This design comes from an exercise in tuning for a short achievable clock period and few clock cycles on the open sky130 flow, not from production work. Only simulation tests tie the RTL to the original design; equivalence was not proved. Power and IR drop assume default switching activity.

**flow/run.sh**
```bash
#!/bin/bash
# synth_recipe.tcl (not shown) runs the flow's synth.tcl, then flattens the netlist and writes it again
# the make line also repeats each setting of config.mk as NAME=value (left out here)
make -C /OpenROAD-flow-scripts/flow DESIGN_CONFIG=/design/flow/config.mk WORK_HOME=/design/flow/orfs CLKGATE_MAP_FILE= SYNTH_SCRIPT=/design/flow/synth_recipe.tcl finish
```
**flow/config.mk**
```make
export PLATFORM = sky130hd
export DESIGN_NAME = retro_top
export DESIGN_NICKNAME = retro_top
export VERILOG_FILES = /design/flow/design.v
export SDC_FILE = /design/flow/constraint.sdc
export NUM_CORES = 4
export LEC_CHECK = 0
export CAP_MARGIN = 20
export CORE_MARGIN = 2
export CORE_UTILIZATION = 30
export PLACE_DENSITY = 0.4
export SLEW_MARGIN = 20
```
**flow/constraint.sdc**
```tcl
create_clock -name core_clock -period 8.0 [get_ports {clk}]
set_input_delay 1.6000 -clock core_clock [delete_from_list [all_inputs] [get_ports {clk}]]
set_output_delay 1.6000 -clock core_clock [all_outputs]
set_load 0.01 [all_outputs]
```
**flow/design.v**
```verilog
package retro_pkg;
  localparam int xlen = 32;  
  localparam int reg_idx_w = 5;  
  typedef logic [xlen-1:0] xlen_t;
  typedef logic [reg_idx_w-1:0] reg_idx_t;
  localparam logic [6:0] opc_lui      = 7'b0110111;
  localparam logic [6:0] opc_auipc    = 7'b0010111;
  localparam logic [6:0] opc_jal      = 7'b1101111;
  localparam logic [6:0] opc_jalr     = 7'b1100111;
  localparam logic [6:0] opc_branch   = 7'b1100011;
  localparam logic [6:0] opc_load     = 7'b0000011;
  localparam logic [6:0] opc_store    = 7'b0100011;
  localparam logic [6:0] opc_op_imm   = 7'b0010011;
  localparam logic [6:0] opc_op       = 7'b0110011;
  localparam logic [6:0] opc_misc_mem = 7'b0001111;  
  typedef enum logic [3:0] {
    cls_lui,
    cls_auipc,
    cls_jal,
    cls_jalr,
    cls_branch,
    cls_load,
    cls_store,
    cls_alu_imm,
    cls_alu_reg,
    cls_nop
  } op_class_t;
  typedef enum logic [1:0] {
    sz_byte = 2'd0,
    sz_half = 2'd1,
    sz_word = 2'd2
  } mem_size_t;
  typedef struct packed {
    op_class_t  cls;
    logic [2:0] funct3;
    logic       alt;      
    reg_idx_t   rd;
    xlen_t      rs1_val;
    xlen_t      rs2_val;
    xlen_t      imm;      
    xlen_t      pc;
  } dec_inst_t;
  typedef struct packed {
    logic     we;
    reg_idx_t rd;
    xlen_t    value;
  } wb_t;
  typedef struct packed {
    logic  taken;
    xlen_t target;
  } redirect_t;
  typedef struct packed {
    logic      is_store;
    mem_size_t size;
    logic      is_unsigned;
    xlen_t     addr;    
    xlen_t     data;    
    reg_idx_t  rd;      
  } mem_req_t;
endpackage
`timescale 1ns/10ps
module fetch_seq #(
  parameter int          addr_width = 16,
  parameter logic [31:0] start_addr = 32'h0000_0000
) (
  input  logic                  clk,
  input  logic                  rst_n,
  input  logic                  hold,
  input  logic [7:0]            data_in,
  input  logic                  busy,        
  input  retro_pkg::redirect_t             redirect,
  output logic [addr_width-1:0] pc_addr,
  output retro_pkg::xlen_t                 inst_word,
  output retro_pkg::xlen_t                 inst_pc,
  output logic                  inst_valid
);
  retro_pkg::xlen_t      pc;         
  logic [1:0] phase;      
  retro_pkg::xlen_t      byte_addr;
  logic       capture;
  assign byte_addr = pc + retro_pkg::xlen_t'(phase);
  assign pc_addr   = byte_addr[addr_width-1:0];
  assign capture = !hold && !busy && !redirect.taken;
  always_ff @(posedge clk or negedge rst_n) begin
    if (!rst_n) begin
      pc         <= start_addr;
      phase      <= 2'd0;
      inst_valid <= 1'b0;
    end else if (!hold) begin
      inst_valid <= 1'b0;
      if (redirect.taken) begin
        pc    <= redirect.target;  
        phase <= 2'd0;
      end else if (busy) begin
        phase <= 2'd0;             
      end else if (phase == 2'd3) begin
        pc         <= pc + 32'd4;
        phase      <= 2'd0;
        inst_valid <= 1'b1;
      end else begin
        phase <= phase + 2'd1;
      end
    end
  end
  always_ff @(posedge clk) begin
    if (capture) begin
      inst_word <= {data_in, inst_word[31:8]};
      if (phase == 2'd3) begin
        inst_pc <= pc;
      end
    end
  end
endmodule
`timescale 1ns/10ps
module inst_decoder (
  input  logic      clk,
  input  logic      rst_n,
  input  logic      hold,
  input  retro_pkg::xlen_t     inst_word,
  input  retro_pkg::xlen_t     inst_pc,
  input  logic      inst_valid,
  input  retro_pkg::xlen_t     rs1_data,
  input  retro_pkg::xlen_t     rs2_data,
  output retro_pkg::reg_idx_t  rs1_idx,
  output retro_pkg::reg_idx_t  rs2_idx,
  output retro_pkg::dec_inst_t dec,
  output logic      dec_valid
);
  logic [6:0] opcode;
  retro_pkg::op_class_t  cls;
  retro_pkg::xlen_t      imm;
  retro_pkg::reg_idx_t   rd;
  retro_pkg::xlen_t      imm_i;
  retro_pkg::xlen_t      imm_s;
  retro_pkg::xlen_t      imm_b;
  retro_pkg::xlen_t      imm_u;
  retro_pkg::xlen_t      imm_j;
  assign opcode  = inst_word[6:0];
  assign rs1_idx = inst_word[19:15];
  assign rs2_idx = inst_word[24:20];
  assign imm_i = {{20{inst_word[31]}}, inst_word[31:20]};
  assign imm_s = {{20{inst_word[31]}}, inst_word[31:25], inst_word[11:7]};
  assign imm_b = {{19{inst_word[31]}}, inst_word[31], inst_word[7],
                  inst_word[30:25], inst_word[11:8], 1'b0};
  assign imm_u = {inst_word[31:12], 12'b0};
  assign imm_j = {{11{inst_word[31]}}, inst_word[31], inst_word[19:12],
                  inst_word[20], inst_word[30:21], 1'b0};
  always_comb begin
    cls = retro_pkg::cls_nop;
    imm = '0;
    rd  = inst_word[11:7];
    case (opcode)
      retro_pkg::opc_lui: begin
        cls = retro_pkg::cls_lui;
        imm = imm_u;
      end
      retro_pkg::opc_auipc: begin
        cls = retro_pkg::cls_auipc;
        imm = imm_u;
      end
      retro_pkg::opc_jal: begin
        cls = retro_pkg::cls_jal;
        imm = imm_j;
      end
      retro_pkg::opc_jalr: begin
        cls = retro_pkg::cls_jalr;
        imm = imm_i;
      end
      retro_pkg::opc_branch: begin
        cls = retro_pkg::cls_branch;
        imm = imm_b;
        rd  = '0;   
      end
      retro_pkg::opc_load: begin
        cls = retro_pkg::cls_load;
        imm = imm_i;
      end
      retro_pkg::opc_store: begin
        cls = retro_pkg::cls_store;
        imm = imm_s;
        rd  = '0;
      end
      retro_pkg::opc_op_imm: begin
        cls = retro_pkg::cls_alu_imm;
        imm = imm_i;  
      end
      retro_pkg::opc_op: begin
        cls = retro_pkg::cls_alu_reg;
      end
      retro_pkg::opc_misc_mem: begin
        rd = '0;      
      end
      default: begin
        rd = '0;      
      end
    endcase
  end
  always_ff @(posedge clk or negedge rst_n) begin
    if (!rst_n) begin
      dec_valid <= 1'b0;
    end else if (!hold) begin
      dec_valid <= inst_valid;
    end
  end
  always_ff @(posedge clk) begin
    if (!hold && inst_valid) begin
      dec.cls     <= cls;
      dec.funct3  <= inst_word[14:12];
      dec.alt     <= inst_word[30];
      dec.rd      <= rd;
      dec.rs1_val <= rs1_data;
      dec.rs2_val <= rs2_data;
      dec.imm     <= imm;
      dec.pc      <= inst_pc;
    end
  end
endmodule
`timescale 1ns/10ps
module reg_file (
  input  logic     clk,
  input  logic     rst_n,
  input  retro_pkg::reg_idx_t rs1_idx,
  input  retro_pkg::reg_idx_t rs2_idx,
  input  retro_pkg::wb_t      exec_wb,
  input  retro_pkg::wb_t      load_wb,
  output retro_pkg::xlen_t    rs1_data,
  output retro_pkg::xlen_t    rs2_data
);
  retro_pkg::xlen_t regs [32];
  always_ff @(posedge clk or negedge rst_n) begin
    if (!rst_n) begin
      for (int i = 0; i < 32; i++) begin
        regs[i] <= '0;
      end
    end else if (exec_wb.we && exec_wb.rd != '0) begin
      regs[exec_wb.rd] <= exec_wb.value;
    end else if (load_wb.we && load_wb.rd != '0) begin
      regs[load_wb.rd] <= load_wb.value;
    end
  end
  assign rs1_data = (rs1_idx == '0) ? '0 : regs[rs1_idx];
  assign rs2_data = (rs2_idx == '0) ? '0 : regs[rs2_idx];
endmodule
`timescale 1ns/10ps
module exec_unit (
  input  logic      clk,
  input  logic      rst_n,
  input  logic      hold,
  input  retro_pkg::dec_inst_t dec,
  input  logic      dec_valid,
  output retro_pkg::wb_t       exec_wb,
  output retro_pkg::redirect_t redirect,
  output retro_pkg::mem_req_t  mem_req,
  output logic      mem_valid
);
  retro_pkg::xlen_t      op_a;
  retro_pkg::xlen_t      op_b;
  logic [4:0] shamt;
  retro_pkg::xlen_t      alu_res;
  logic       cond;
  retro_pkg::xlen_t      target;
  retro_pkg::xlen_t      wb_value;
  logic       writes_rd;
  logic       is_mem;
  assign op_a  = dec.rs1_val;
  assign op_b  = (dec.cls == retro_pkg::cls_alu_reg) ? dec.rs2_val : dec.imm;
  assign shamt = op_b[4:0];
  always_comb begin
    case (dec.funct3)
      3'b000:  alu_res = (dec.cls == retro_pkg::cls_alu_reg && dec.alt) ? op_a - op_b : op_a + op_b;
      3'b001:  alu_res = op_a << shamt;
      3'b010:  alu_res = retro_pkg::xlen_t'($signed(op_a) < $signed(op_b));
      3'b011:  alu_res = retro_pkg::xlen_t'(op_a < op_b);
      3'b100:  alu_res = op_a ^ op_b;
      3'b101:  alu_res = dec.alt ? retro_pkg::xlen_t'($signed(op_a) >>> shamt) : op_a >> shamt;
      3'b110:  alu_res = op_a | op_b;
      default: alu_res = op_a & op_b;
    endcase
  end
  always_comb begin
    case (dec.funct3)
      3'b000:  cond = dec.rs1_val == dec.rs2_val;
      3'b001:  cond = dec.rs1_val != dec.rs2_val;
      3'b100:  cond = $signed(dec.rs1_val) < $signed(dec.rs2_val);
      3'b101:  cond = $signed(dec.rs1_val) >= $signed(dec.rs2_val);
      3'b110:  cond = dec.rs1_val < dec.rs2_val;
      3'b111:  cond = dec.rs1_val >= dec.rs2_val;
      default: cond = 1'b0;
    endcase
  end
  assign target = (dec.cls == retro_pkg::cls_jalr) ? dec.rs1_val + dec.imm : dec.pc + dec.imm;
  always_comb begin
    writes_rd = 1'b1;
    case (dec.cls)
      retro_pkg::cls_lui:            wb_value = dec.imm;
      retro_pkg::cls_auipc:          wb_value = dec.pc + dec.imm;
      retro_pkg::cls_jal, retro_pkg::cls_jalr:  wb_value = dec.pc + 32'd4;  
      retro_pkg::cls_alu_imm, retro_pkg::cls_alu_reg: wb_value = alu_res;
      default: begin
        wb_value  = alu_res;
        writes_rd = 1'b0;
      end
    endcase
  end
  assign is_mem = (dec.cls == retro_pkg::cls_load) || (dec.cls == retro_pkg::cls_store);
  always_ff @(posedge clk or negedge rst_n) begin
    if (!rst_n) begin
      exec_wb   <= '0;
      redirect  <= '0;
      mem_req   <= '0;
      mem_valid <= 1'b0;
    end else if (!hold) begin
      exec_wb.we      <= dec_valid && writes_rd;
      exec_wb.rd      <= dec.rd;
      exec_wb.value   <= wb_value;
      redirect.taken  <= dec_valid && (dec.cls == retro_pkg::cls_jal || dec.cls == retro_pkg::cls_jalr ||
                                       (dec.cls == retro_pkg::cls_branch && cond));
      redirect.target <= {target[31:1], 1'b0};
      mem_valid       <= dec_valid && is_mem;
      mem_req.is_store    <= dec.cls == retro_pkg::cls_store;
      mem_req.size        <= retro_pkg::mem_size_t'(dec.funct3[1:0]);
      mem_req.is_unsigned <= dec.funct3[2];  
      mem_req.addr        <= dec.rs1_val + dec.imm;
      mem_req.data        <= dec.rs2_val;
      mem_req.rd          <= dec.rd;
    end
  end
endmodule
`timescale 1ns/10ps
module lsu #(
  parameter int addr_width = 16
) (
  input  logic                  clk,
  input  logic                  rst_n,
  input  logic                  hold,
  input  logic [7:0]            data_in,
  input  logic [addr_width-1:0] pc_addr,
  input  retro_pkg::mem_req_t              mem_req,
  input  logic                  mem_valid,
  output logic [addr_width-1:0] address,
  output logic [7:0]            data_out,
  output logic                  wren,
  output logic                  busy,
  output retro_pkg::wb_t                   load_wb
);
  retro_pkg::mem_req_t              req;      
  logic [1:0]            cnt;      
  logic [1:0]            last;
  retro_pkg::xlen_t                 acc;
  retro_pkg::xlen_t                 shifted;
  retro_pkg::xlen_t                 load_val;
  logic [addr_width-1:0] xfer_addr;
  always_comb begin
    case (req.size)
      retro_pkg::sz_byte: last = 2'd0;
      retro_pkg::sz_half: last = 2'd1;
      default: last = 2'd3;
    endcase
  end
  assign shifted = {data_in, acc[31:8]};
  always_comb begin
    case (req.size)
      retro_pkg::sz_byte: load_val = {{24{!req.is_unsigned && shifted[31]}}, shifted[31:24]};
      retro_pkg::sz_half: load_val = {{16{!req.is_unsigned && shifted[31]}}, shifted[31:16]};
      default: load_val = shifted;
    endcase
  end
  assign xfer_addr = req.addr[addr_width-1:0] + addr_width'(cnt);
  assign address   = busy ? xfer_addr : pc_addr;
  assign data_out  = req.data[8*cnt +: 8];   
  assign wren      = busy && req.is_store && !hold;
  always_ff @(posedge clk or negedge rst_n) begin
    if (!rst_n) begin
      busy    <= 1'b0;
      cnt     <= 2'd0;
      load_wb <= '0;
    end else if (!hold) begin
      load_wb.we <= 1'b0;
      if (mem_valid) begin
        busy <= 1'b1;
        cnt  <= 2'd0;
      end else if (busy) begin
        if (cnt == last) begin
          busy <= 1'b0;
          if (!req.is_store) begin
            load_wb.we    <= 1'b1;
            load_wb.rd    <= req.rd;
            load_wb.value <= load_val;
          end
        end else begin
          cnt <= cnt + 2'd1;
        end
      end
    end
  end
  always_ff @(posedge clk) begin
    if (!hold) begin
      if (mem_valid) begin
        req <= mem_req;
      end else if (busy && !req.is_store) begin
        acc <= shifted;
      end
    end
  end
endmodule
`timescale 1ns/10ps
module retro_top #(
  parameter int          addr_width = 16,
  parameter logic [31:0] start_addr = 32'h0000_0000
) (
  input  logic                  clk,
  input  logic                  rst_n,
  input  logic                  hold,        
  input  logic [7:0]            data_in,
  output logic [addr_width-1:0] address,
  output logic [7:0]            data_out,
  output logic                  wren
);
  logic [addr_width-1:0] pc_addr;
  retro_pkg::xlen_t                 inst_word;
  retro_pkg::xlen_t                 inst_pc;
  logic                  inst_valid;
  retro_pkg::reg_idx_t              rs1_idx;
  retro_pkg::reg_idx_t              rs2_idx;
  retro_pkg::xlen_t                 rs1_data;
  retro_pkg::xlen_t                 rs2_data;
  retro_pkg::dec_inst_t             dec;
  logic                  dec_valid;
  retro_pkg::wb_t                   exec_wb;
  retro_pkg::wb_t                   load_wb;
  retro_pkg::redirect_t             redirect;
  retro_pkg::mem_req_t              mem_req;
  logic                  mem_valid;
  logic                  busy;
  fetch_seq #(
    .addr_width (addr_width),
    .start_addr (start_addr)
  ) u_fetch (
    .clk        (clk),
    .rst_n      (rst_n),
    .hold       (hold),
    .data_in    (data_in),
    .busy       (busy),
    .redirect   (redirect),
    .pc_addr    (pc_addr),
    .inst_word  (inst_word),
    .inst_pc    (inst_pc),
    .inst_valid (inst_valid)
  );
  inst_decoder u_decode (
    .clk        (clk),
    .rst_n      (rst_n),
    .hold       (hold),
    .inst_word  (inst_word),
    .inst_pc    (inst_pc),
    .inst_valid (inst_valid),
    .rs1_data   (rs1_data),
    .rs2_data   (rs2_data),
    .rs1_idx    (rs1_idx),
    .rs2_idx    (rs2_idx),
    .dec        (dec),
    .dec_valid  (dec_valid)
  );
  reg_file u_regs (
    .clk      (clk),
    .rst_n    (rst_n),
    .rs1_idx  (rs1_idx),
    .rs2_idx  (rs2_idx),
    .exec_wb  (exec_wb),
    .load_wb  (load_wb),
    .rs1_data (rs1_data),
    .rs2_data (rs2_data)
  );
  exec_unit u_exec (
    .clk       (clk),
    .rst_n     (rst_n),
    .hold      (hold),
    .dec       (dec),
    .dec_valid (dec_valid),
    .exec_wb   (exec_wb),
    .redirect  (redirect),
    .mem_req   (mem_req),
    .mem_valid (mem_valid)
  );
  lsu #(
    .addr_width (addr_width)
  ) u_lsu (
    .clk       (clk),
    .rst_n     (rst_n),
    .hold      (hold),
    .data_in   (data_in),
    .pc_addr   (pc_addr),
    .mem_req   (mem_req),
    .mem_valid (mem_valid),
    .address   (address),
    .data_out  (data_out),
    .wren      (wren),
    .busy      (busy),
    .load_wb   (load_wb)
  );
endmodule
```
==> results by group <==
Detailed routing
  – Drt pass-1 iters: 10
  – Total number of vias: 74040
  – Iteration-0 DRC Markers: around 11000
  – Routed WL: 454000 um
  – DR WL/cell: ~38 um
  – Post-route ant nets: 0
  – Vias per inst: 6.158
  – DRC: 0

Run status
  – Run status: finished clean

Placed design
  – Gpl congestion: 0.9779
  – HPWL after DPL: between 200000 and 300000 um
  – Post-DP Area: between 0.08 and 0.09 mm^2
  – DP Worst Slack: roughly 2.3 ns
  – Placed cells: 11680
  – Input/output buffers: 35

Finish
  – Fillers: 26890
  – Nets: 8562
  – Non-filler cells, final: 12020
  – Share of layout cells above drive strength 1: 10.19%
  – Area Overhead vs Synth: 14.95%
  – Final Cell Area: 0.09129 mm^2

Synth
  – #FFs+latches synth: around 1500
  – Syn nets: a little under 9000
  – Seq/Total Area, Yosys: 48.27%
  – Async SR Flop Fraction: 80.75%
  – Distinct cells, synth: 89
  – Synth Cell Area: between 0.07 and 0.08 mm^2
  – Top_reg_cell synth: dfrtp_1
  – EDFF count, synth: 284
  – Synthesized instance count: between 8000 and 9000
  – Warnings from Yosys: 6
  – Post-synthesis average cell area: 9.268 um^2

Timing
  – # setup viols final: 0
  – Setup TNS: 0 ns
  – Relative slew margins: a little over an eighth
  – Peak Freq: 169.0 MHz
  – Fin worst setup slack: 2.083 ns
  – Max-slew violations: 0
  – Final hold violations: 0
  – Crit path time final: between 5 and 6 ns
  – Final period utilization: between 70% and 80%
  – Unrepaired setup endpoints after global routing: false
  – Layout Skew: roughly 0.11 ns
  – Slew @ Worst Pin: 1.292 ns

Die
  – Die H: roughly 520 um
  – Width of the die: 518.5 um
  – Row count: 188
  – IO Pins: 36
  – Core box area: 0.2627 mm^2
  – Full die area: 0.2688 mm^2
  – Initial core utilization: between 30% and 40%

Clocking
  – # H-tree levels: 4
  – Post_cts resized: 0
  – # hold bufs at CTS: 0
  – Max Buffers Root-to-Sink: 4
  – TritonCTS Buffers: 185
  – Reg clk slew, reported paths: ~0.06 ns
  – Post-CTS setup buffer count: 0
  – CTS tree: yes
  – Total clock sinks: 1475
  – Root buffer cell: clkbuf_16
  – Later-pin clock latency in the skew report: 0.89 ns

Global routing
  – Total congestion overflow: 0
  – GR met2 Demand/Resource: 50.83%
  – Vias in the first global route: about 70000
  – Initial antenna violation count: 18
  – First-pass GRT wire length: 617000 um
  – Grt met1 use: ~42%
  – GRT Max-Usage Layer: met2
  – Total track usage: 32.72%
  – Met3 Use GR: 6.729%
  – Largest net degree at the start of global routing: 159

Critical path
  – Worst Setup End Kind: register
  – CP max FO: 14
  – Critical path required time: 8.74 ns
  – R2R Setup Slk: 2.08 ns
  – CP Launch Type: register
  – Crit Path Category: register to register
  – CP arrival: about 6.7 ns

Run
  – MaxCap Viol Count: 0

Power and ir drop
  – Max rail drop VDD: 0.0001837 V
  – Pleak: 37.86 nW
  – Power Dens Cells: 261.9 mW/mm^2

Worst hold path
  – Min-delay worst type: register to register
## stage by stage
step / hold WS, ns / util, % / total power, mW
after floorplan: 0.4003 / - / 12.55
after global placement: 0.4036 / 32.33 / 15.23
after detailed placement: 0.4052 / 32.39 / 15.31
after CTS: 0.4197 / 34.69 / 23.90
after global routing: 0.4270 / 34.74 / 24.80
final: 0.4166 / 34.74 / 23.91
## final timing paths
path,from,end,depth (start not counted)
min reg2reg,u_fetch.inst_pc[11]$_DFFE_PP_,u_decode.dec[11]$_DFFE_PP_,0
min,u_fetch.inst_pc[11]$_DFFE_PP_,u_decode.dec[11]$_DFFE_PP_,0
max reg2reg,u_decode.dec[139]$_DFFE_PP_,u_exec.exec_wb[28]$_DFFE_PN0N_,15
max in group asynchronous,rst_n,u_regs.regs[24][20]$_DFFE_PN0P_,3
max,u_decode.dec[139]$_DFFE_PP_,u_exec.exec_wb[28]$_DFFE_PN0N_,15
min in group asynchronous,rst_n,u_exec.redirect[7]$_DFFE_PN0N_,1
## state kept, by name, summed over array words and instances (netlist names)
name                cells
u_decode.dec          140
u_decode.dec_valid      1
u_exec.exec_wb         38
u_exec.mem_req         52
u_exec.mem_valid        1
u_exec.redirect        32
u_fetch.inst_pc        31
u_fetch.inst_valid      1
u_fetch.inst_word      32
u_fetch.pc             31
u_fetch.phase           2
u_lsu.acc              24
u_lsu.busy              1
u_lsu.cnt               2
u_lsu.load_wb          38
u_lsu.req              57
u_regs.regs           992
## metal layers
metal  up-vias  routed length [um]
li1      31280                   -
met1     37320              182700
met2      4206              201300
met3      1230               38170
met4         6               31850
met5         -                  48
## synthesized netlist by cell type, types with 155 or more instances
cell	instances	share of area (%)
a21oi_1	1317	8.3
nor2_1	1238	5.9
dfrtp_1	1191	38
clkbuf_1	623	2.9
nand2_1	574	2.7
o21ai_0	403	2.5
a22oi_1	350	3.3
a22o_1	302	3.3
edfxtp_1	284	11
a221oi_1	282	3.1
ha_1	190	3.0
nand3_1	166	1.0
nand4_1	157	1.2
inv_1	155	0.73
## final cells by class
class	instances	area (um^2)	area share (%)
flip-flops and latches	1475	38330	41.99
clock inverters	50	511.7	0.5606
repair buffers	335	2954	3.236
well taps	3515	4398	4.818
diodes	7	17.52	0.01919
multi-input cells	6203	38950	42.67
inverters	158	593.1	0.6496
clock buffers	280	5535	6.063
## layout by cell type, fill, tap and decap left out, types with 35 or more instances in the layout
cell	instances
a21oi_1	1316
dfrtp_1	1191
nor2_1	1175
nand2_1	571
o21ai_0	403
a22oi_1	350
edfxtp_1	284
a221oi_1	282
a22o_1	281
buf_4	274
clkbuf_16	193
ha_1	190
nand3_1	165
nand4_1	157
inv_1	153
nor3_1	115
mux2i_1	96
xnor2_1	94
a222oi_1	68
a21o_1	65
nor2_4	60
xor2_1	57
mux2_2	50
clkbuf_1	48
mux4_2	47
and3_1	42
nor2b_1	41
clkbuf_8	41
a31oi_1	37
nand2b_1	35
a211oi_1	35
o22ai_1	35
## worst max-delay path, stage by stage (launching register included)
cell and delay [ns]:
edfxtp_1 0.50, nor4b_4 0.59, buf_4 0.37, mux2_2 0.38
ha_1 0.23, fa_1 0.46, a211o_1 0.33, a21oi_1 0.30
a2bb2oi_1 0.43, o211ai_1 0.31, a21oi_1 0.55, o31ai_1 0.18
o221ai_1 0.39, o22ai_1 0.17, or4b_1 0.50, o211ai_1 0.10
## where the power goes
| group | total [mW] | leakage [nW] | switching (mW) | internal [mW] |
|---|---|---|---|---|
| Sequential | 9.98 | 18.8 | 1.21 | 8.77 |
| Combinational | 5.38 | 16.1 | 3.67 | 1.71 |
| Clock | 8.55 | 2.98 | 3.52 | 5.04 |
## cells by family (layout without fill, tap and decap cells)
| kind of cell | Yosys count | in the layout | synth area share (%) |
|---|---|---|---|
| flip-flops | 1475 | 1475 | 48.27 |
| AND/OR/NAND/NOR | 2503 | 2503 | 13.67 |
| multiplexers | 228 | 228 | 3.709 |
| AO/OA/AOI/OAI | 3128 | 3128 | 25.34 |
| buffers and inverters | 891 | 823 | 4.276 |
| XOR/XNOR | 151 | 151 | 1.665 |
| other | 0 | 7 | 0 |
| adder cells (fa/ha/maj) | 193 | 193 | 3.069 |
Testbench counts, summed over its fixed seeds: cycles 81,238.

## port drivers added, routing unchanged
The flow's constraints put no driver on any port. The routed layout listed below was extracted and timed again, unchanged, in two steps.
Step 1 sets driving cells, clkbuf_16 on the clock port and buf_2 on the other inputs (assumed; they add their load-dependent delay and slew).
Step 2, shift: input delay + t, output delay - t, t = (earliest + latest rising clock arrival at the registers) / 2. This alone moves slack from input paths to output paths.
Three values: no drivers, after step 1, after step 2; two values: the first two.
t (ns): 0.946
setup slack, ns: 2.083 / 2.083 / 2.083
worst setup path at the end: register to register
latest minus earliest clock arrival (ns): 0.118 / 0.118
cell pins on the clock port's net: 1
After both steps setup and hold are still met in this run. For this run, drivers alone change the setup slack by 0.000 ns; drivers and shift together by 0.000 ns.
